This is an optimization exercise on Yosys and OpenROAD, whose aim is small area, not a production implementation.
Only simulation tests tie the RTL to the original design; equivalence was not proved.
Power is estimated from default activity; no workload was simulated.

File: flow/run.sh
#!/bin/bash
# synth_recipe.tcl (not shown) runs the flow's synth.tcl, then flattens the netlist and writes it again
# the make line also repeats each setting of config.mk as NAME=value (left out here)
make -C /OpenROAD-flow-scripts/flow DESIGN_CONFIG=/design/flow/config.mk WORK_HOME=/design/flow/orfs CLKGATE_MAP_FILE= SYNTH_SCRIPT=/design/flow/synth_recipe.tcl finish
File: flow/config.mk
export PLATFORM = sky130hd
export DESIGN_NAME = reg_file
export DESIGN_NICKNAME = reg_file
export VERILOG_FILES = /design/flow/design.v
export SDC_FILE = /design/flow/constraint.sdc
export NUM_CORES = 4
export LEC_CHECK = 0
export CAP_MARGIN = 20
export CORE_MARGIN = 2
export CORE_UTILIZATION = 40
export SLEW_MARGIN = 20
File: flow/constraint.sdc
create_clock -name core_clock -period 6.5 [get_ports {clock}]
set_input_delay 1.3000 -clock core_clock [delete_from_list [all_inputs] [get_ports {clock}]]
set_output_delay 1.3000 -clock core_clock [all_outputs]
set_load 0.01 [all_outputs]
File: flow/design.v
package mips_pkg;
    localparam int DATA_W   = 32;
    localparam int ADDR_W   = 5;
    localparam int NUM_REGS = 32;
    localparam logic [4:0] REG_ZERO = 5'd0;
endpackage : mips_pkg
module reg_file #(
    parameter int DATA_W   = mips_pkg::DATA_W,
    parameter int ADDR_W   = mips_pkg::ADDR_W,
    parameter bit ZERO_REG = 1'b1
) (
    input  logic              clock,
    input  logic              reset,
    input  logic              RegWrite,
    input  logic [ADDR_W-1:0] ReadReg1,
    input  logic [ADDR_W-1:0] ReadReg2,
    input  logic [ADDR_W-1:0] WriteReg,
    input  logic [DATA_W-1:0] WriteData,
    output logic [DATA_W-1:0] ReadData1,
    output logic [DATA_W-1:0] ReadData2
);
    localparam int DEPTH = 2 ** ADDR_W;
    localparam logic [ADDR_W-1:0] ZERO_IDX = ADDR_W'(mips_pkg::REG_ZERO);
    logic [DEPTH-1:0][DATA_W-1:0] regs_r;
    logic [ADDR_W-1:0] readIdx_s [2];
    logic [DATA_W-1:0] readData_s [2];
    logic              writeEn_s;
    always_comb begin
        writeEn_s = 1'b0;
        if (ZERO_REG && (WriteReg == ZERO_IDX)) begin
            writeEn_s = 1'b0;
        end else begin
            writeEn_s = RegWrite;
        end
    end
    always_ff @(posedge clock) begin
        if (reset) begin
            for (int i = 0; i < DEPTH; i++) begin
                regs_r[i] <= '0;
            end
        end else if (writeEn_s) begin
            regs_r[WriteReg] <= WriteData;
        end
    end
    assign readIdx_s[0] = ReadReg1;
    assign readIdx_s[1] = ReadReg2;
    for (genvar p = 0; p < 2; p++) begin : g_readPort
        always_comb begin
            readData_s[p] = '0;
            if (ZERO_REG && (readIdx_s[p] == ZERO_IDX)) begin
                readData_s[p] = '0;
            end else begin
                readData_s[p] = regs_r[readIdx_s[p]];
            end
        end
    end
    assign ReadData1 = readData_s[0];
    assign ReadData2 = readData_s[1];
endmodule
==> results.sh, run 1 <==
export IMPL_cp_endpoint="ReadData1[15]"
export IMPL_drtIter0Drc=7224
export IMPL_setup_violations_final=0
export IMPL_cp_slowest_cell="a2111oi_0"
export IMPL_gp_congestion=0.910
export IMPL_gr_total_overflow=0
export IMPL_layout_min_cycle_time_ns=6.06
export IMPL_largest_register_ffs=1024
export IMPL_grt_usage_pct=31.9
export IMPL_port_buffers=113
export IMPL_cts_tree="built"
export IMPL_worst_slew_pin_slew_ns=1.13
export IMPL_initial_core_util_pct=40.3
export IMPL_cts_root_buf="clkbuf_16"
export IMPL_syn_area_sq_um=52200
export IMPL_crit_fanout=38
export IMPL_fin_setup_tns_ns=0
export IMPL_grt_max_degree=177
export IMPL_worstSetupPathType="in -> out"
export IMPL_cp_end_kind="output port"
export IMPL_crit_cells=8
export IMPL_first_pass_iters=8
export IMPL_drc_errors=0
export IMPL_dpl_cell_area_sq_um=55000
export IMPL_clock_sinks=1024
export IMPL_syn_nets=5963
export IMPL_crit_path_start_kind="primary input"
export IMPL_grt_pass1_wl_um=312000
export IMPL_grt_pass1_vias=44200
export IMPL_fp_dieW_um=365
export IMPL_p_leak_nw=19.9
export IMPL_seq_area_frac_synth_pct=39.3
export IMPL_vias=48000
export IMPL_synth_edf_count=0
export IMPL_r2r_end="regs_r[170]$_SDFFE_PP0P_"
export IMPL_wl_um=219000
export IMPL_ctsHoldBuffers=0
export IMPL_required_ns=5.20
export IMPL_hold_viol=0
export IMPL_antenna_cells=0
export IMPL_slew_headroom_pct=22.5
export IMPL_pin_count=114
export IMPL_rows=132
export IMPL_syn_inst=5911
export IMPL_synth_flop_cell="dfxtp_1"
export IMPL_rsz0062_at_grt="false"
export IMPL_dieArea_sq_um=133000
export IMPL_power_density_nw_per_um2=247
export IMPL_yosys_warnings=3
export IMPL_setup_ws_ns=0.437
export IMPL_cts_buffers=112
export IMPL_clock_path_buffers=3
export IMPL_cts_resized=0
export IMPL_cp_startpoint="ReadReg1[0]"
export IMPL_finalNetCount=5767
export IMPL_worstPathCellList="buf_8, buf_12, mux4_2, a22o_1, a2111oi_0, buf_4, a311oi_1, clkdlybuf4s50_1"
export IMPL_whs_ns=0.466
export IMPL_fp_dieH_um=365
export IMPL_critical_path_max_stage_delay_ns=0.95
export IMPL_regMostFlops="regs_r"
export IMPL_syn2layout_area_growth_pct=12.8
export IMPL_dp_hpwl_um=126000
export IMPL_dp_slack_ns=0.598
export IMPL_max_freq_ghz=0.165
export IMPL_reg2reg_from="regs_r[170]$_SDFFE_PP0P_"
export IMPL_core_area_sq_um=129000
export IMPL_ys_ff_latch=1024
export IMPL_drive_above_1_share_pct=16.0
export IMPL_r2r_slack_ns=5.74
export IMPL_antenna_found_initial=8
export IMPL_cts_setup_buffers=0
export IMPL_maxSlewViolCount=0
export IMPL_final_util_pct=45.5
export IMPL_clk_latency_ns=0.73
export IMPL_cap_violations=0
export IMPL_design_area_sq_um=58900
export IMPL_status="timing/DRC/antenna clean"
export IMPL_htreeDepth=3
export IMPL_finClkSkew_ns=0
export IMPL_irDropWorstVdd_v=0.000205
export IMPL_reg_top3="regs_r (1024)"
export IMPL_wl_per_cell_um=29.0
export IMPL_path_buf_inv=4
export IMPL_clk_pin_slew_ns=0.06
export IMPL_drtAntennaViolNets=0
export IMPL_ff2ff_path_depth=2
export IMPL_yosysUniqueCellTypes=58
export IMPL_routed_via_density=6.37
export IMPL_arrival_ns=4.76
export IMPL_critPathTopFamily="buffers and inverters"
export IMPL_async_flop_share_pct=0
export IMPL_avgSynthCellArea_sq_um=8.83
export IMPL_period_share_pct=93.3
export IMPL_fillers=12400
export IMPL_hp_class="reg -> reg"
## routing by layer
metal	vias up	part of all wire, %	global-route usage, %
li1	20300	-	-
met1	23600	39	43.1
met4	8	6.2	17.8
met3	744	13	7.56
met2	3374	43	47.0
met5	-	0.042	0.363
## worst min-delay path, cell delays in order (launching register included)
cell	delay, ns
dfxtp_1	0.31
nand2_1	0.05
a21oi_1	0.05
## cell usage after synthesis, types with 3 or more instances
library cell	number	area (sq um)
nand3b_1	3	22.5
o22ai_1	57	357
mux2_2	74	833
dfxtp_1	1024	20500
nor2_1	128	480
a221oi_1	7	61.3
nand2_1	1847	6930
nor2b_1	88	551
nand4_1	11	68.8
a311oi_1	7	61.3
a22o_1	77	674
and4_1	8	70.1
a211oi_1	74	556
mux4_2	382	8600
buf_2	139	696
clkbuf_1	450	1690
a2111oi_0	26	228
o221ai_1	21	184
buf_6	5	56.3
a21oi_1	916	4580
and3_1	12	75.1
nor3_2	7	70.1
inv_1	5	18.8
a22oi_1	10	75.1
buf_4	20	150
nand3_1	26	130
nand2b_1	20	125
a221o_1	32	320
mux2i_1	334	3340
buf_1	13	48.8
nor3_1	22	110
nor4_1	33	206
## power by group
part | internal, W | total (W) | switching [W]
clock network | 0.00394 | 0.00675 | 0.00281
registers | 0.00633 | 0.00637 | 0.0000418
logic | 0.000453 | 0.00142 | 0.000967
## area by class of cell
class / instances / area, sq um / area share (%)
multi-input cells: 4255 / 29300 / 49.7
well taps: 1742 / 2180 / 3.70
inverters: 5 / 18.8 / 0.0319
flip-flops and latches: 1024 / 20500 / 34.8
clock buffers: 165 / 3340 / 5.68
repair buffers: 317 / 3040 / 5.16
clock inverters: 39 / 503 / 0.854
## cells in the final DEF, fill, tap and decap left out, types with 77 or more instances in the layout
master           count
mux2i_1            334
mux4_2             382
nor2_1             121
buf_4              174
a21oi_1            916
clkdlybuf4s50_1     98
nor2b_1             85
a22o_1              77
clkbuf_16          113
nand2_1           1841
dfxtp_1           1024
## per-stage QoR
step	total power (W)	std cells
floorplan	0.00730	5911
global placement	0.00787	7343
detailed placement	0.00788	7343
CTS	0.0145	7547
global route	0.0149	7547
finish	0.0145	7547
## cell families (layout without fill, tap and decap cells)
logic type      after synthesis  in the layout  share of synthesized area, %
flops                      1024           1024                          39.3
compound gates             1240           1240                          13.8
buf+inv                     632            526                          5.10
simple gates               2220           2220                          17.2
fa+ha+maj                     2              2                        0.0480
xor+xnor                      3              3                        0.0504
mux                         790            790                          24.5
## worst min path at each step
stage	from	to	slack [ns]	cells past startpoint
6_report	regs_r[185]$_SDFFE_PP0P_	regs_r[185]$_SDFFE_PP0P_	0.47	2
5_1_grt	regs_r[452]$_SDFFE_PP0P_	regs_r[452]$_SDFFE_PP0P_	0.48	2
4_1_cts	regs_r[387]$_SDFFE_PP0P_	regs_r[387]$_SDFFE_PP0P_	0.47	2
3_5_place_dp	regs_r[452]$_SDFFE_PP0P_	regs_r[452]$_SDFFE_PP0P_	0.46	2
3_3_place_gp	regs_r[449]$_SDFFE_PP0P_	regs_r[449]$_SDFFE_PP0P_	0.45	2
2_1_floorplan	regs_r[211]$_SDFFE_PP0P_	regs_r[211]$_SDFFE_PP0P_	0.44	2
==> run 2, diff against run 1 <==
==> flow/design.v (replaced) <==
package mips_pkg;
    localparam int DATA_W   = 32;
    localparam int ADDR_W   = 5;
    localparam int NUM_REGS = 32;
    localparam logic [4:0] REG_ZERO = 5'd0;
endpackage : mips_pkg
module rf_hold (
    input  logic we,
    input  logic wen,
    input  logic wd,
    input  logic q,
    output logic d
);
    assign d = (we & wd) | (wen & q);
endmodule
module rf_aoi3 (
    input  logic [2:0] s,
    input  logic [2:0] x,
    output logic       yn
);
    assign yn = ~(|(s & x));
endmodule
module reg_file #(
    parameter int DATA_W   = mips_pkg::DATA_W,
    parameter int ADDR_W   = mips_pkg::ADDR_W,
    parameter bit ZERO_REG = 1'b1
) (
    input  logic              clock,
    input  logic              reset,
    input  logic              RegWrite,
    input  logic [ADDR_W-1:0] ReadReg1,
    input  logic [ADDR_W-1:0] ReadReg2,
    input  logic [ADDR_W-1:0] WriteReg,
    input  logic [DATA_W-1:0] WriteData,
    output logic [DATA_W-1:0] ReadData1,
    output logic [DATA_W-1:0] ReadData2
);
    localparam int DEPTH  = 2 ** ADDR_W;
    localparam int NGRP3  = 10;
    localparam int NGRP   = 11;
    logic [DEPTH-1:1][DATA_W-1:0] regs_r;
    logic [DEPTH-1:1][DATA_W-1:0] next_s;
    logic [DEPTH-1:1] we_s;
    logic [DEPTH-1:1] wen_s;
    logic [DEPTH-1:0] rsel_s [2];
    logic [NGRP-1:0]  grpn_s [2][DATA_W];
    for (genvar i = 1; i < DEPTH; i++) begin : g_row
        logic hit;
        assign hit      = RegWrite && (WriteReg == ADDR_W'(i));
        assign we_s[i]  = ~reset & hit;
        assign wen_s[i] = ~reset & ~hit;
        for (genvar b = 0; b < DATA_W; b++) begin : g_bit
            rf_hold u_hold (
                .we (we_s[i]),
                .wen(wen_s[i]),
                .wd (WriteData[b]),
                .q  (regs_r[i][b]),
                .d  (next_s[i][b])
            );
        end
        always_ff @(posedge clock) begin
            regs_r[i] <= next_s[i];
        end
    end
    for (genvar p = 0; p < 2; p++) begin : g_port
        logic [ADDR_W-1:0] ra;
        assign ra = (p == 0) ? ReadReg1 : ReadReg2;
        for (genvar i = 0; i < DEPTH; i++) begin : g_dec
            assign rsel_s[p][i] = (i != 0) && (ra == ADDR_W'(i));
        end
        for (genvar b = 0; b < DATA_W; b++) begin : g_bit
            for (genvar g = 0; g < NGRP3; g++) begin : g_g3
                rf_aoi3 u_aoi (
                    .s ({rsel_s[p][3*g+3], rsel_s[p][3*g+2], rsel_s[p][3*g+1]}),
                    .x ({regs_r[3*g+3][b], regs_r[3*g+2][b], regs_r[3*g+1][b]}),
                    .yn(grpn_s[p][b][g])
                );
            end
            assign grpn_s[p][b][NGRP3] = ~(rsel_s[p][DEPTH-1] & regs_r[DEPTH-1][b]);
        end
    end
    for (genvar b = 0; b < DATA_W; b++) begin : g_out
        assign ReadData1[b] = ~(&grpn_s[0][b]);
        assign ReadData2[b] = ~(&grpn_s[1][b]);
    end
endmodule
==> flow/config.mk (replaced) <==
export PLATFORM = sky130hd
export DESIGN_NAME = reg_file
export DESIGN_NICKNAME = reg_file
export VERILOG_FILES = /design/flow/design.v
export SDC_FILE = /design/flow/constraint.sdc
export NUM_CORES = 4
export LEC_CHECK = 0
export CAP_MARGIN = 10
export CORE_MARGIN = 2
export CORE_UTILIZATION = 45
export CTS_BUF_LIST = sky130_fd_sc_hd__clkbuf_16
export CTS_CLUSTER_DIAMETER = 60
export CTS_CLUSTER_SIZE = 20
export SLEW_MARGIN = 10
export SYNTH_HIERARCHICAL = 1
==> results.sh, run 2 <==
export IMPL_dp_slack_ns=0.410
export IMPL_synthTopCellsByArea="dfxtp_1 (53%), a22o_1 (23%), a222oi_1 (17%), nand4_1 (2.1%), a2111o_1 (1.9%)"
export IMPL_async_flop_share_pct=0
export IMPL_swShare_pct=26.3
export IMPL_syn_inst=3090
export IMPL_cts_root_buf="clkbuf_16"
export IMPL_reg_top3="regs_r (992)"
export IMPL_cts_setup_buffers=0
export IMPL_yosysUniqueCellTypes=27
export IMPL_vias=39100
export IMPL_syn_nets=3140
export IMPL_regMostFlops="regs_r"
export IMPL_status="timing/DRC/antenna clean"
export IMPL_clk_latency_ns=0.64
export IMPL_clock_path_buffers=3
export IMPL_p_leak_nw=16.4
export IMPL_maxSlewViolCount=0
export IMPL_largest_register_ffs=992
export IMPL_irDropWorstVdd_v=0.000158
export IMPL_rsz0062_at_grt="false"
export IMPL_yosys_warnings=11
export IMPL_max_freq_ghz=0.157
export IMPL_syn2layout_area_growth_pct=20.1
export IMPL_dieArea_sq_um=86100
export IMPL_required_ns=5.20
export IMPL_first_pass_iters=14
export IMPL_period_share_pct=97.7
export IMPL_comb_power_share_pct=6.1
export IMPL_routed_via_density=8.55
export IMPL_ys_ff_latch=992
export IMPL_gr_total_overflow=0
export IMPL_drive_above_1_share_pct=12.4
export IMPL_grt_usage_pct=41.3
export IMPL_slew_headroom_pct=5.15
export IMPL_arrival_ns=5.05
export IMPL_gp_congestion=0.940
export IMPL_ctsHoldBuffers=0
export IMPL_crit_fanout=19
export IMPL_power_density_nw_per_um2=263
export IMPL_crit_path_start_kind="primary input"
export IMPL_cts_buffers=77
export IMPL_finClkSkew_ns=0
export IMPL_drc_errors=0
export IMPL_synth_common_cells="a22o_1 (992), dfxtp_1 (992), a222oi_1 (640)"
export IMPL_port_buffers=113
export IMPL_dr_wl_met3_um=33100
export IMPL_wl_per_cell_um=40.9
export IMPL_synth_edf_count=0
export IMPL_drt_met1_wl_um=66700
export IMPL_layout_common_cells="a22o_1 (992), dfxtp_1 (992), a222oi_1 (640)"
export IMPL_initial_core_util_pct=45.3
export IMPL_dp_cells=4439
export IMPL_rows=106
export IMPL_avgSynthCellArea_sq_um=12.2
export IMPL_cts_tree="built"
export IMPL_top_layer="met5"
export IMPL_dr_wl_met2_um=75600
export IMPL_yosysTopAreaCellShare_pct=52.7
export IMPL_grt_pass1_wl_um=263000
export IMPL_cts_resized=0
export IMPL_worst_slew_pin_slew_ns=1.42
export IMPL_cap_violations=0
export IMPL_clkPwrFrac_pct=42.3
export IMPL_finalNetCount=3488
export IMPL_clk_pin_slew_ns=0.07
export IMPL_setup_violations_final=0
export IMPL_seq_area_frac_synth_pct=52.7
export IMPL_hold_viol=0
export IMPL_core_area_sq_um=83300
export IMPL_seqPwrFrac_pct=51.6
export IMPL_fp_dieW_um=293
export IMPL_final_cell_count_no_fill=4575
export IMPL_pin_count=114
export IMPL_fin_setup_tns_ns=0
export IMPL_whs_ns=0.500
export IMPL_synth_flop_cell="dfxtp_1"
export IMPL_p_sw_w=0.00313
export IMPL_fp_dieH_um=293
export IMPL_drtIter0Drc=9952
export IMPL_drtAntennaViolNets=0
export IMPL_synth_area_leader_cell="dfxtp_1"
export IMPL_htreeDepth=3
export IMPL_p_int_w=0.00879
export IMPL_cp_end_kind="output port"
export IMPL_wl_um=187000
export IMPL_clock_sinks=992
export IMPL_syn_area_sq_um=37700
export IMPL_fillers=7057
export IMPL_layout_min_cycle_time_ns=6.35
export IMPL_grt_max_degree=33
export IMPL_setup_ws_ns=0.148
export IMPL_hp_class="reg -> reg"
export IMPL_worstSetupPathType="in -> out"
export IMPL_grt_pass1_vias=37700
export IMPL_dp_hpwl_um=109000
export IMPL_antenna_found_initial=7
export IMPL_r2r_slack_ns=5.80
-- run 2: changes by cell type in the layout (fill, tap and decap cells not counted), moves of 108 or more --
cell,change
nor2_1,-108
a222oi_1,+640
nand4_1,+117
a22o_1,+915
a21oi_1,-916
mux2i_1,-334
mux4_2,-382
nand2_1,-1764
-- run 2: layout make-up --
type | instances | area [sq um] | share of cell area [%]
clock inverters | 55 | 578 | 1.28
flip-flops and latches | 992 | 19900 | 43.9
repair buffers | 290 | 2690 | 5.93
clock buffers | 80 | 2000 | 4.42
well taps | 1080 | 1350 | 2.98
multi-input cells | 2077 | 18800 | 41.5
diodes | 1 | 2.50 | 0.00553
-- run 2: per-layer routing --
| layer | track usage [%] | vias to the layer above |
|---|---|---|
| met2 | 58.9 | 3990 |
| li1 | - | 15200 |
| met3 | 17.0 | 903 |
| met4 | 21.6 | 10 |
| met5 | 0 | - |
| met1 | 53.2 | 19000 |
-- run 2: cells by family after synthesis --
| family | count (synthesis) | share of synthesized area, % |
|---|---|---|
| AO/OA/AOI/OAI | 1727 | 42.4 |
| buffers and inverters | 21 | 0.269 |
| flip-flops | 992 | 52.7 |
| AND/OR/NAND/NOR | 350 | 4.66 |
-- run 2: through the flow --
step	total power (W)	utilization, %	instance area (sq um)
after floorplan	0.00649	-	37700
after detailed placement	0.00697	51.3	42700
after global placement	0.00695	51.3	42700
after CTS	0.0119	54.4	45300
after global routing	0.0121	54.4	45300
final	0.0119	54.4	45300
-- run 2: path summary, 6_finish.rpt --
check | from | end | depth (start not counted)
setup / recovery | ReadReg1[3] | ReadData1[19] | 8
hold / removal | regs_r[628]$_DFF_P_ | regs_r[628]$_DFF_P_ | 1
setup reg to reg | regs_r[249]$_DFF_P_ | regs_r[249]$_DFF_P_ | 1
hold reg to reg | regs_r[628]$_DFF_P_ | regs_r[628]$_DFF_P_ | 1
-- run 2: worst max-delay path, stage by stage --
cell and delay [ns]:
clkdlybuf4s50_1 0.58, or3b_2 0.66, nor2_4 0.85, buf_4 0.40, a222oi_1 0.16, nand4_1 0.21, a2111o_1 0.27, clkdlybuf4s50_1 0.59
-- run 2: power by group through the flow --
stage               combinational, W  sequential (W)  clock [W]
floorplan                   0.000202         0.00628          0
global placement            0.000664         0.00629          0
detailed placement          0.000678         0.00629          0
CTS                         0.000679         0.00615    0.00503
global route                0.000715         0.00616    0.00526
finish                      0.000724         0.00615    0.00504
-- run 2: per-module statistics from Yosys, one instance, submodules excluded --
module	flops+latches	copies in the design	cells	area [sq um]
reg_file	992	1	1458	22600
rf_aoi3	0	640	1	10.0
rf_hold	0	992	1	8.76
==> run 3, diff against run 2 <==
==> flow/flow/run.sh (new file) <==
#!/bin/bash
# Standard ORFS layout (standard.sh), with two changes: minimum-size port buffers, and a
# clock tree of clkbuf_16 trunk / clkbuf_8 leaf buffers without dummy loads.
set -euo pipefail
export BUFFER_PORTS_ARGS="-buffer_cell sky130_fd_sc_hd__buf_1"
export CTS_ARGS="-sink_clustering_enable -repair_clock_nets -dont_use_dummy_load -buf_list {sky130_fd_sc_hd__clkbuf_8 sky130_fd_sc_hd__clkbuf_16} -root_buf sky130_fd_sc_hd__clkbuf_16 -tree_buf sky130_fd_sc_hd__clkbuf_16 -sink_clustering_buffer sky130_fd_sc_hd__clkbuf_8 -sink_clustering_size 16 -sink_clustering_max_diameter 60"
bash standard.sh > standard.log 2>&1
==> flow/standard.sh (new file) <==
#!/bin/bash
# synth_recipe.tcl (not shown) runs the flow's synth.tcl, then flattens the netlist and writes it again
# the make line also repeats each setting of config.mk as NAME=value (left out here)
make -C /OpenROAD-flow-scripts/flow DESIGN_CONFIG=/design/flow/config.mk WORK_HOME=/design/flow/orfs CLKGATE_MAP_FILE= SYNTH_SCRIPT=/design/flow/synth_recipe.tcl "${@:-finish}"
--- a/flow/config.mk
+++ b/flow/config.mk
@@ -8,8 +8,5 @@
 export CAP_MARGIN = 10
 export CORE_MARGIN = 2
 export CORE_UTILIZATION = 45
-export CTS_BUF_LIST = sky130_fd_sc_hd__clkbuf_16
-export CTS_CLUSTER_DIAMETER = 60
-export CTS_CLUSTER_SIZE = 20
 export SLEW_MARGIN = 10
 export SYNTH_HIERARCHICAL = 1
removed: flow/run.sh
==> results.sh, run 3 <==
export IMPL_drtAntennaViolNets=0
export IMPL_fp_dieH_um=293
export IMPL_largest_register_ffs=992
export IMPL_irDropWorstVdd_v=0.000165
export IMPL_slew_headroom_pct=4.41
export IMPL_synthTopCellsByArea="dfxtp_1 (53%), a22o_1 (23%), a222oi_1 (17%), nand4_1 (2.1%), a2111o_1 (1.9%)"
export IMPL_multiInputGateArea_sq_um=18800
export IMPL_fp_dieW_um=293
export IMPL_syn2layout_area_growth_pct=13.6
export IMPL_ys_ff_latch=992
export IMPL_cp_startpoint="ReadReg2[1]"
export IMPL_syn_inst=3090
export IMPL_cts_tree="built"
export IMPL_cts_resized=0
export IMPL_seq_area_sq_um=19900
export IMPL_clk_latency_ns=0.64
export IMPL_seqPwrFrac_pct=60.6
export IMPL_crit_fanout=32
export IMPL_cts_root_buf="clkbuf_16"
export IMPL_antenna_found_initial=17
export IMPL_required_ns=5.20
export IMPL_cap_violations=0
export IMPL_finalNetCount=3462
export IMPL_rsz0062_at_grt="false"
export IMPL_synth_common_cells="a22o_1 (992), dfxtp_1 (992), a222oi_1 (640)"
export IMPL_drive_above_1_share_pct=10.6
export IMPL_total_power_w=0.0102
export IMPL_status="timing/DRC/antenna clean"
export IMPL_port_buffers=113
export IMPL_p_leak_nw=15.3
export IMPL_wl_um=187000
export IMPL_yosysTopAreaCellShare_pct=52.7
export IMPL_fillers=7163
export IMPL_dieArea_sq_um=86100
export IMPL_grt_pass1_vias=37000
export IMPL_htreeDepth=3
export IMPL_drtIter0Drc=10500
export IMPL_r2r_slack_ns=5.81
export IMPL_reg_top3="regs_r (992)"
export IMPL_gp_congestion=0.943
export IMPL_synth_flop_cell="dfxtp_1"
export IMPL_max_freq_ghz=0.175
export IMPL_clk_pin_slew_ns=0.06
export IMPL_swShare_pct=26.2
export IMPL_r2r_end="regs_r[991]$_DFF_P_"
export IMPL_gr_total_overflow=0
export IMPL_clock_sinks=992
export IMPL_period_share_pct=88.0
export IMPL_routed_via_density=8.68
export IMPL_worstSetupPathType="in -> out"
export IMPL_cts_setup_buffers=0
export IMPL_cp_end_kind="output port"
export IMPL_hold_viol=0
export IMPL_synth_edf_count=0
export IMPL_avgSynthCellArea_sq_um=12.2
export IMPL_seq_area_frac_synth_pct=52.7
export IMPL_vias=39000
export IMPL_rows=106
export IMPL_pin_count=114
export IMPL_yosysUniqueCellTypes=27
export IMPL_grt_max_degree=34
export IMPL_power_density_nw_per_um2=237
export IMPL_grt_usage_pct=41.1
export IMPL_reg2reg_from="regs_r[991]$_DFF_P_"
export IMPL_layout_common_cells="a22o_1 (992), dfxtp_1 (992), a222oi_1 (640)"
export IMPL_p_int_w=0.00750
export IMPL_async_flop_share_pct=0
export IMPL_clkPwrFrac_pct=32.7
export IMPL_drc_errors=0
export IMPL_wl_per_cell_um=41.6
export IMPL_syn_area_sq_um=37700
export IMPL_comb_power_share_pct=6.7
export IMPL_finClkSkew_ns=0
export IMPL_clock_path_buffers=3
export IMPL_first_pass_iters=14
export IMPL_regMostFlops="regs_r"
export IMPL_ctsHoldBuffers=0
export IMPL_p_sw_w=0.00266
export IMPL_maxSlewViolCount=0
export IMPL_arrival_ns=4.42
export IMPL_initial_core_util_pct=45.3
export IMPL_cts_buffers=82
export IMPL_layout_min_cycle_time_ns=5.72
export IMPL_hp_class="reg -> reg"
export IMPL_setup_violations_final=0
export IMPL_synth_area_leader_cell="dfxtp_1"
export IMPL_core_area_sq_um=83300
export IMPL_ff2ff_path_depth=1
export IMPL_crit_path_start_kind="primary input"
export IMPL_syn_nets=3140
export IMPL_dp_hpwl_um=107000
export IMPL_grt_pass1_wl_um=261000
export IMPL_worst_slew_pin_slew_ns=1.43
export IMPL_fin_setup_tns_ns=0
export IMPL_yosys_warnings=11
export IMPL_cp_endpoint="ReadData2[16]"
## run 3: worst max-delay path: stages
cell      delay (ns)
buf_1           0.13
nand2b_1        0.71
nor2_4          0.42
a222oi_1        0.52
nand4_1         0.64
a2111o_1        0.55
buf_1           0.14
## run 3: per-layer routing
metal  vias to the layer above  global-route usage [%]  routed length [um]  share of wire [%]
met5                         -                       0                 139              0.074
met4                        24                    22.3               11700                6.3
met3                       869                    17.7               32400                 17
met2                      3962                    57.9               75800                 41
met1                     19100                    52.7               67000                 36
li1                      15100                       -                   -                  -
## run 3: how the worst min path moves through the flow
stage | depth (start not counted) | slack (ns) | to | startpoint
after floorplan | 1 | 0.46 | regs_r[0]$_DFF_P_ | regs_r[0]$_DFF_P_
after global placement | 1 | 0.47 | regs_r[218]$_DFF_P_ | regs_r[218]$_DFF_P_
after detailed placement | 1 | 0.48 | regs_r[426]$_DFF_P_ | regs_r[426]$_DFF_P_
after CTS | 1 | 0.50 | regs_r[426]$_DFF_P_ | regs_r[426]$_DFF_P_
after global routing | 1 | 0.52 | regs_r[606]$_DFF_P_ | regs_r[606]$_DFF_P_
final | 1 | 0.50 | regs_r[426]$_DFF_P_ | regs_r[426]$_DFF_P_
## run 3: metrics by stage
stage / hold WS (ns) / instance area [sq um] / util [%] / instances / worst slack [ns]
floorplan: 0.460 / 37700 / - / 3090 / 1.84
global placement: 0.472 / 41600 / 49.9 / 4407 / 1.11
detailed placement: 0.477 / 41600 / 49.9 / 4407 / 1.07
CTS: 0.497 / 42800 / 51.4 / 4489 / 1.07
global route: 0.518 / 42800 / 51.4 / 4492 / 0.808
finish: 0.499 / 42800 / 51.4 / 4498 / 0.780
## run 3: cell families after synthesis
logic type	count (synthesis)	share of synthesized area, %
buf+inv	21	0.269
simple gates	350	4.66
compound gates	1727	42.4
flops	992	52.7
## run 3: final cells by class
cell class	instances	share of cell area, %
Antenna cell	8	0.0467
Clock buffer	82	2.87
Multi-Input combinational cell	2077	43.9
Sequential cell	992	46.4
Tap cell	1080	3.15
Timing Repair Buffer	259	3.66
## run 3: per-module statistics from Yosys, one instance, submodules excluded
module	cells	area [sq um]	flops+latches	copies in the design
reg_file	1458	22600	992	1
rf_hold	1	8.76	0	992
rf_aoi3	1	10.0	0	640
## run 3: power groups by stage
stage | Clock [W] | Combinational [W] | Sequential (W)
after global placement | 0 | 0.000622 | 0.00629
after floorplan | 0 | 0.000202 | 0.00628
after detailed placement | 0 | 0.000636 | 0.00629
after global routing | 0.00353 | 0.000671 | 0.00616
after CTS | 0.00332 | 0.000638 | 0.00615
final | 0.00332 | 0.000681 | 0.00616
==> run 4, diff against run 3 <==
--- a/flow/design.v
+++ b/flow/design.v
@@ -12,6 +12,18 @@
     output logic d
 );
     assign d = (we & wd) | (wen & q);
+endmodule
+module rf_wdrv (
+    input  logic lo,
+    input  logic hi,
+    input  logic lo_n,
+    input  logic hir_n,
+    input  logic reset,
+    output logic we,
+    output logic wen
+);
+    assign we  = ~(lo_n | hir_n);
+    assign wen = ~((lo & hi) | reset);
 endmodule
 module rf_aoi3 (
     input  logic [2:0] s,
@@ -40,19 +52,35 @@
     localparam int NGRP   = 11;
     logic [DEPTH-1:1][DATA_W-1:0] regs_r;
     logic [DEPTH-1:1][DATA_W-1:0] next_s;
-    logic [DEPTH-1:1] we_s;
-    logic [DEPTH-1:1] wen_s;
     logic [DEPTH-1:0] rsel_s [2];
     logic [NGRP-1:0]  grpn_s [2][DATA_W];
+    logic [3:0] wlo_s, wlo_n_s;
+    logic [7:0] whi_s, whir_n_s;
+    for (genvar k = 0; k < 4; k++) begin : g_wlo
+        assign wlo_s[k]   = (WriteReg[1:0] == 2'(k));
+        assign wlo_n_s[k] = ~wlo_s[k];
+    end
+    for (genvar k = 0; k < 8; k++) begin : g_whi
+        assign whi_s[k]    = RegWrite && (WriteReg[4:2] == 3'(k));
+        assign whir_n_s[k] = ~(whi_s[k] & ~reset);
+    end
     for (genvar i = 1; i < DEPTH; i++) begin : g_row
-        logic hit;
-        assign hit      = RegWrite && (WriteReg == ADDR_W'(i));
-        assign we_s[i]  = ~reset & hit;
-        assign wen_s[i] = ~reset & ~hit;
+        logic [1:0] we_h, wen_h;
+        for (genvar h = 0; h < 2; h++) begin : g_half
+            rf_wdrv u_wdrv (
+                .lo   (wlo_s[i % 4]),
+                .hi   (whi_s[i / 4]),
+                .lo_n (wlo_n_s[i % 4]),
+                .hir_n(whir_n_s[i / 4]),
+                .reset(reset),
+                .we   (we_h[h]),
+                .wen  (wen_h[h])
+            );
+        end
         for (genvar b = 0; b < DATA_W; b++) begin : g_bit
             rf_hold u_hold (
-                .we (we_s[i]),
-                .wen(wen_s[i]),
+                .we (we_h[b / (DATA_W / 2)]),
+                .wen(wen_h[b / (DATA_W / 2)]),
                 .wd (WriteData[b]),
                 .q  (regs_r[i][b]),
                 .d  (next_s[i][b])
==> results.sh, run 4 <==
export IMPL_cap_violations=0
export IMPL_grt_usage_pct=39.2
export IMPL_synth_compound_area_share_pct=42.9
export IMPL_antenna_found_initial=5
export IMPL_seq_area_frac_synth_pct=52.0
export IMPL_p_leak_nw=15.3
export IMPL_avgSynthCellArea_sq_um=12.2
export IMPL_fin_setup_tns_ns=0
export IMPL_pin_count=114
export IMPL_yosys_warnings=11
export IMPL_fp_dieW_um=295
export IMPL_cts_setup_buffers=0
export IMPL_dp_hpwl_um=109000
export IMPL_regMostFlops="regs_r"
export IMPL_port_buffers=113
export IMPL_cts_buffers=81
export IMPL_core_area_sq_um=83800
export IMPL_first_pass_iters=15
export IMPL_finalNetCount=3489
export IMPL_dp_slack_ns=0.922
export IMPL_period_share_pct=89.0
export IMPL_synthXorXnorAreaFrac_pct=0
export IMPL_ys_ff_latch=992
export IMPL_crit_path_start_kind="primary input"
export IMPL_ff2ff_path_depth=1
export IMPL_worstSetupPathType="in -> out"
export IMPL_synth_fa_ha_area_share_pct=0
export IMPL_vias=38300
export IMPL_gp_congestion=1.04
export IMPL_wl_per_cell_um=39.1
export IMPL_synth_top_family_by_area="compound AO/OA/AOI/OAI gates"
export IMPL_p_int_w=0.00746
export IMPL_wl_um=179000
export IMPL_routed_via_density=8.37
export IMPL_irDropWorstVdd_v=0.000198
export IMPL_cp_end_kind="output port"
export IMPL_clock_path_buffers=3
export IMPL_synthTopCellsByArea="dfxtp_1 (52%), a22o_1 (23%), a222oi_1 (17%), nand4_1 (2.1%), a2111o_1 (1.9%)"
export IMPL_clkPwrFrac_pct=33.0
export IMPL_syn_nets=3190
export IMPL_max_freq_ghz=0.173
export IMPL_synth_mux_area_share_pct=0
export IMPL_grt_pass1_wl_um=255000
export IMPL_yosysUniqueCellTypes=22
export IMPL_hold_viol=0
export IMPL_synth_simple_area_share_pct=4.81
export IMPL_arrival_ns=4.48
export IMPL_fillers=7518
export IMPL_clk_latency_ns=0.60
export IMPL_fp_dieH_um=295
export IMPL_finClkSkew_ns=0
export IMPL_status="timing/DRC/antenna clean"
export IMPL_rsz0062_at_grt="false"
export IMPL_yosysTopAreaCellShare_pct=52.0
export IMPL_largest_register_ffs=992
export IMPL_layout_min_cycle_time_ns=5.78
export IMPL_syn_area_sq_um=38200
export IMPL_initial_core_util_pct=45.5
export IMPL_dieArea_sq_um=87200
export IMPL_gr_total_overflow=0
export IMPL_reg_top3="regs_r (992)"
export IMPL_swShare_pct=26.1
export IMPL_synth_edf_count=0
export IMPL_setup_ws_ns=0.717
export IMPL_p_sw_w=0.00263
export IMPL_synth_flop_cell="dfxtp_1"
export IMPL_grt_pass1_vias=36100
export IMPL_required_ns=5.20
export IMPL_slew_headroom_pct=5.94
export IMPL_power_density_nw_per_um2=239
export IMPL_seqPwrFrac_pct=61.0
export IMPL_synth_area_leader_cell="dfxtp_1"
export IMPL_synth_common_cells="a22o_1 (992), dfxtp_1 (992), a222oi_1 (640)"
export IMPL_layout_common_cells="a22o_1 (992), dfxtp_1 (992), a222oi_1 (640)"
export IMPL_clk_pin_slew_ns=0.07
export IMPL_cts_root_buf="clkbuf_16"
export IMPL_drive_above_1_share_pct=11.2
export IMPL_cts_tree="built"
export IMPL_async_flop_share_pct=0
export IMPL_cts_resized=0
export IMPL_syn_inst=3140
export IMPL_drc_errors=0
export IMPL_ctsHoldBuffers=0
export IMPL_rows=106
export IMPL_comb_power_share_pct=6.0
export IMPL_crit_fanout=17
export IMPL_drtIter0Drc=10000
export IMPL_htreeDepth=3
export IMPL_grt_max_degree=39
export IMPL_maxSlewViolCount=0
export IMPL_worst_slew_pin_slew_ns=1.41
export IMPL_setup_violations_final=0
export IMPL_syn2layout_area_growth_pct=10.8
export IMPL_hp_class="reg -> reg"
export IMPL_clock_sinks=992
export IMPL_hold_path_depth=1
export IMPL_drtAntennaViolNets=0
==> run 4: changes by cell type after synthesis, sizes merged, moves of 4 or more <==
cell and change:
a21oi +38, a31oi -7, clkbuf -5, inv +4, nor2 +31
==> run 4: kinds of logic after synthesis <==
family / Yosys count
flops: 992
simple gates: 372
compound gates: 1758
buf+inv: 18
==> run 4: layout make-up <==
| type | count | area (sq um) | share of cell area (%) |
|---|---|---|---|
| Clock buffer | 81 | 1220 | 2.88 |
| Tap cell | 1134 | 1420 | 3.35 |
| Multi-Input combinational cell | 2130 | 18400 | 43.6 |
| Timing Repair Buffer | 230 | 1350 | 3.18 |
| Inverter | 4 | 15.0 | 0.0355 |
| Sequential cell | 992 | 19900 | 47.0 |
| Antenna cell | 2 | 5.00 | 0.0118 |
==> run 4: worst paths after layout <==
path	from	end	slack, ns
setup reg to reg	regs_r[906]$_DFF_P_	regs_r[906]$_DFF_P_	5.83
hold / removal	regs_r[46]$_DFF_P_	regs_r[46]$_DFF_P_	0.50
hold reg to reg	regs_r[46]$_DFF_P_	regs_r[46]$_DFF_P_	0.50
setup / recovery	ReadReg1[0]	ReadData1[12]	0.72
==> run 4: modules after synthesis, one instance, submodules excluded <==
| module | area (sq um) | flip-flops and latches |
|---|---|---|
| reg_file | 22300 | 992 |
| rf_hold | 8.76 | 0 |
| rf_wdrv | 12.5 | 0 |
| rf_aoi3 | 10.0 | 0 |
==> run 4: worst max-delay path, stage by stage <==
cell and delay, ns:
buf_1 0.27, or3b_1 0.54, nor2_2 1.00, buf_4 0.47, a222oi_1 0.14, nand4_1 0.27, a2111o_1 0.27, buf_1 0.20
==> run 4: per-layer routing <==
layer	up-vias	global-route usage [%]	routed length (um)
li1	15100	-	-
met1	18700	51.6	65000
met2	3682	57.7	74700
met3	701	10.7	26500
met4	8	22.6	12400
met5	-	0.166	52
==> run 4: through the flow <==
stage	cells	hold slack [ns]	util, %	power, W	instance area [sq um]
2_1_floorplan	3140	0.460	-	0.00650	38200
3_3_place_gp	4490	0.472	49.0	0.00685	41000
3_5_place_dp	4490	0.479	49.0	0.00687	41000
4_1_cts	4571	0.502	50.4	0.0101	42300
5_1_grt	4571	0.520	50.5	0.0103	42300
6_report	4573	0.499	50.5	0.0101	42300
==> run 4: power groups by stage <==
stage	clock network [W]	registers (W)	logic [W]
after global placement	0	0.00629	0.000561
after CTS	0.00334	0.00615	0.000573
after detailed placement	0	0.00630	0.000572
after global routing	0.00354	0.00616	0.000608
after floorplan	0	0.00628	0.000216
final	0.00332	0.00616	0.000607

[static timing again, ports no longer ideal]
The flow's constraints put no driver on any port. The routed layouts listed below were extracted and timed again, unchanged, in two steps.
Step 1 sets driving cells, clkbuf_16 on the clock port and buf_2 on the other inputs (assumed; they add their load-dependent delay and slew).
Step 2 moves the port delays by t, midway between the first and last clock arrival at a register: inputs arrive t later, outputs are due t later. That takes back most of the time a late clock gives input paths.
a / b / c = ideal / step 1 / step 2; a / b = the first two.
| run | t, ns | setup slack, ns | worst hold slack (ns) | worst slew at a driven data input, ns | pins driven straight from the clock port |
|---|---|---|---|---|---|
| run 1 | 0.799 | 0.437 / 0.307 / 0.307 | 0.466 / 0.466 / 0.466 | 0.22 | 1 |
| run 2 | 0.708 | 0.148 / 0.028 / 0.028 | 0.500 / 0.500 / 0.500 | 0.13 | 1 |
| run 3 | 0.681 | 0.780 / 0.655 / 0.655 | 0.499 / 0.499 / 0.499 | 0.13 | 1 |
| run 4 | 0.687 | 0.717 / 0.614 / 0.614 | 0.499 / 0.499 / 0.499 | 0.18 | 1 |
After both steps every run listed still meets setup and hold. For run 1, which loses most, drivers alone change the setup slack by -0.130 ns; drivers and shift together by -0.130 ns.
